Source: an optimization exercise on an open RTL-to-GDS flow (aim: small area). Production flows keep margins and buffers that such runs may drop.
Only simulation tests tie the RTL to the original design; equivalence was not proved.
Power and IR drop assume default switching activity.

// log_perf_ctrl
module log_perf_ctrl #(
  parameter int unsigned NUM_CNT  = 8,
  parameter int unsigned CNT_W    = 20,
  parameter int unsigned INC_W    = 6,
  parameter int unsigned TIMER_W  = 20,
  parameter int unsigned PERIOD_W = 16,
  parameter int unsigned IDX_W    = (NUM_CNT > 1) ? $clog2(NUM_CNT) : 1
) (
  input  logic                     clock,
  input  logic                     reset,
  input  logic [NUM_CNT*INC_W-1:0] perf_inc,
  input  logic [TIMER_W-1:0]       log_begin,
  input  logic [TIMER_W-1:0]       log_end,
  input  logic [PERIOD_W-1:0]      dump_period,
  input  logic                     auto_clean,
  input  logic                     dump_req,
  input  logic                     clean_req,
  input  logic                     out_ready,
  output logic [TIMER_W-1:0]       timer,
  output logic                     logEnable,
  output logic                     clean,
  output logic                     dump,
  output logic                     out_valid,
  output logic [IDX_W-1:0]         out_idx,
  output logic [CNT_W-1:0]         out_data,
  output logic                     out_last,
  output logic                     dump_overrun
);
==> flow/config.mk <==
export PLATFORM = sky130hd
export DESIGN_NAME = log_perf_ctrl
export DESIGN_NICKNAME = log_perf_ctrl
export VERILOG_FILES = /design/flow/design.v
export SDC_FILE = /design/flow/constraint.sdc
export NUM_CORES = 4
export LEC_CHECK = 0
export CAP_MARGIN = 20
export CORE_MARGIN = 2
export CORE_UTILIZATION = 60
export PLACE_DENSITY = 0.72
export SLEW_MARGIN = 20
export SYNTH_HIERARCHICAL = 1
==> flow/constraint.sdc <==
create_clock -name core_clock -period 7.0 [get_ports {clock}]
set_input_delay 1.4000 -clock core_clock [delete_from_list [all_inputs] [get_ports {clock}]]
set_output_delay 1.4000 -clock core_clock [all_outputs]
set_load 0.01 [all_outputs]
standard.sh (not shown) runs the stock make flow with config.mk's settings and CLKGATE_MAP_FILE= SYNTH_SCRIPT=/design/flow/synth_recipe.tcl, a recipe that flattens the netlist after the stock synthesis.
==> flow/flow/run.sh <==
#!/bin/bash
# Standard layout (the standard.sh) with these changes:
#  - port buffers use the smallest buffer cell;
#  - clock tree synthesis without dummy loads;
#  - after floorplan, combinational cells go to their smallest drive
#    strength (flow/downsize.tcl); later repair passes size up as needed.
set -euo pipefail
bash standard.sh \
  BUFFER_PORTS_ARGS="-buffer_cell sky130_fd_sc_hd__buf_1" \
  CTS_ARGS="-sink_clustering_enable -repair_clock_nets -dont_use_dummy_load -buf_list sky130_fd_sc_hd__clkbuf_16 -sink_clustering_size 30 -sink_clustering_max_diameter 100" \
  POST_FLOORPLAN_TCL="$PWD/flow/downsize.tcl" \
  finish > standard.log 2>&1
==> flow/flow/downsize.tcl <==
# POST_FLOORPLAN hook: put every combinational cell at the smallest drive
# strength of its function. The resizer's later repair_design and
# repair_timing passes size up again wherever slew, load or timing need it.
set block [ord::get_db_block]
set db [ord::get_db]
set skip {^(df|edf|sdf|sedf|dl|conb|tap|fill|decap|probe|lpflow|clk)}
set count 0
foreach inst [$block getInsts] {
  set name [[$inst getMaster] getName]
  if {![regexp {^sky130_fd_sc_hd__([a-z0-9]+)_([0-9]+)$} $name -> base drive]} { continue }
  if {[regexp $skip $base]} { continue }
  set best $name
  set best_area [expr {[[$inst getMaster] getWidth] * [[$inst getMaster] getHeight]}]
  foreach d {0 1} {
    set m [$db findMaster sky130_fd_sc_hd__${base}_$d]
    if {$m eq "NULL" || $m eq ""} { continue }
    set a [expr {[$m getWidth] * [$m getHeight]}]
    if {$a < $best_area} {
      set best [$m getName]
      set best_area $a
    }
  }
  if {$best ne $name} {
    replace_cell [$inst getName] $best
    incr count
  }
}
puts "downsize: replaced $count cells"
The first run finished clean.
Rerun with:
--- a/flow/flow/run.sh
+++ b/flow/flow/run.sh
@@ -10 +10 @@
-  CTS_ARGS="-sink_clustering_enable -repair_clock_nets -dont_use_dummy_load -buf_list sky130_fd_sc_hd__clkbuf_16 -sink_clustering_size 30 -sink_clustering_max_diameter 100" \
+  CTS_ARGS="-sink_clustering_enable -repair_clock_nets -dont_use_dummy_load -buf_list sky130_fd_sc_hd__clkbuf_4 -sink_clustering_size 10 -sink_clustering_max_diameter 60" \
CORE_UTILIZATION = 78   (was 60)
PLACE_DENSITY = 0.88   (was 0.72)
=>
- sequential share of layout area is higher by 0.39 points
- via count came out higher by 6.0%
- power is lower by 2.9%
- clock power fell by about 10%
Rerun with:
--- a/flow/flow/run.sh
+++ b/flow/flow/run.sh
@@ -10 +10 @@
-  CTS_ARGS="-sink_clustering_enable -repair_clock_nets -dont_use_dummy_load -buf_list sky130_fd_sc_hd__clkbuf_4 -sink_clustering_size 10 -sink_clustering_max_diameter 60" \
+  CTS_ARGS="-sink_clustering_enable -repair_clock_nets -dont_use_dummy_load -buf_list sky130_fd_sc_hd__clkbuf_16 -sink_clustering_size 30 -sink_clustering_max_diameter 100" \
CORE_UTILIZATION = 40   (was 78)
PLACE_DENSITY = default   (was 0.88)
After rerunning: First-iteration DRC count went down slightly. Total power came out higher by a few percent. Synthesized cell count does not change. Global-route usage decreases by 14 points. Combinational power grows by a few percent.
Rerun with:
--- a/flow/flow/run.sh
+++ b/flow/flow/run.sh
@@ -10 +10 @@
-  CTS_ARGS="-sink_clustering_enable -repair_clock_nets -dont_use_dummy_load -buf_list sky130_fd_sc_hd__clkbuf_16 -sink_clustering_size 30 -sink_clustering_max_diameter 100" \
+  CTS_ARGS="-sink_clustering_enable -repair_clock_nets -dont_use_dummy_load -buf_list sky130_fd_sc_hd__clkbuf_8 -sink_clustering_size 16 -sink_clustering_max_diameter 100" \
CORE_UTILIZATION = 70   (was 40)
PLACE_DENSITY = 0.82   (was default)
Sequential share of layout area rises by 1.3 points.
Cell count falls by 12%.
Non-clock buffer count rises by 1.
Synthesized cell count stays the same.
Global-route usage rises by 9.6 points.
Utilization rises by 32 points.
Setup slack loses 0.055 ns.

afterwards: timing with drivers on the ports:
In the flow no input, the clock included, has a driving cell. The finished layouts below were timed again as built, in two steps.
Step 1 (the two cells are an assumption about what drives the block):
set clk [get_ports {clock}]
set_driving_cell -lib_cell sky130_fd_sc_hd__clkbuf_16 $clk
set_driving_cell -lib_cell sky130_fd_sc_hd__buf_2 [delete_from_list [all_inputs] $clk]
Step 2 moves the port delays by t, midway between the first and last clock arrival at a register: inputs arrive t later, outputs are due t later. That takes back most of the time a late clock gives input paths.
Three values: no drivers, after step 1, after step 2; two values: the first two.
run | t (ns) | setup WS [ns] | hold slack, ns | worst setup path after step 2 | worst slew at a driven data input, ns
the first run | 0.538 | 0.125 / 0.106 / 0.035 | 0.461 / 0.461 / 0.461 | input to register | 0.07
the second run | 0.688 | 0.053 / 0.033 / 0.033 | 0.472 / 0.472 / 0.472 | input to output | 0.07
the third run | 0.547 | 0.156 / 0.136 / 0.136 | 0.444 / 0.444 / 0.444 | input to output | 0.07
the fourth run | 0.607 | 0.101 / 0.072 / 0.072 | 0.468 / 0.468 / 0.468 | input to output | 0.05
After both steps every run listed still meets setup and hold. The setup slack of the first run, which loses most, moves by -0.019 ns with the drivers and by -0.090 ns with both steps.
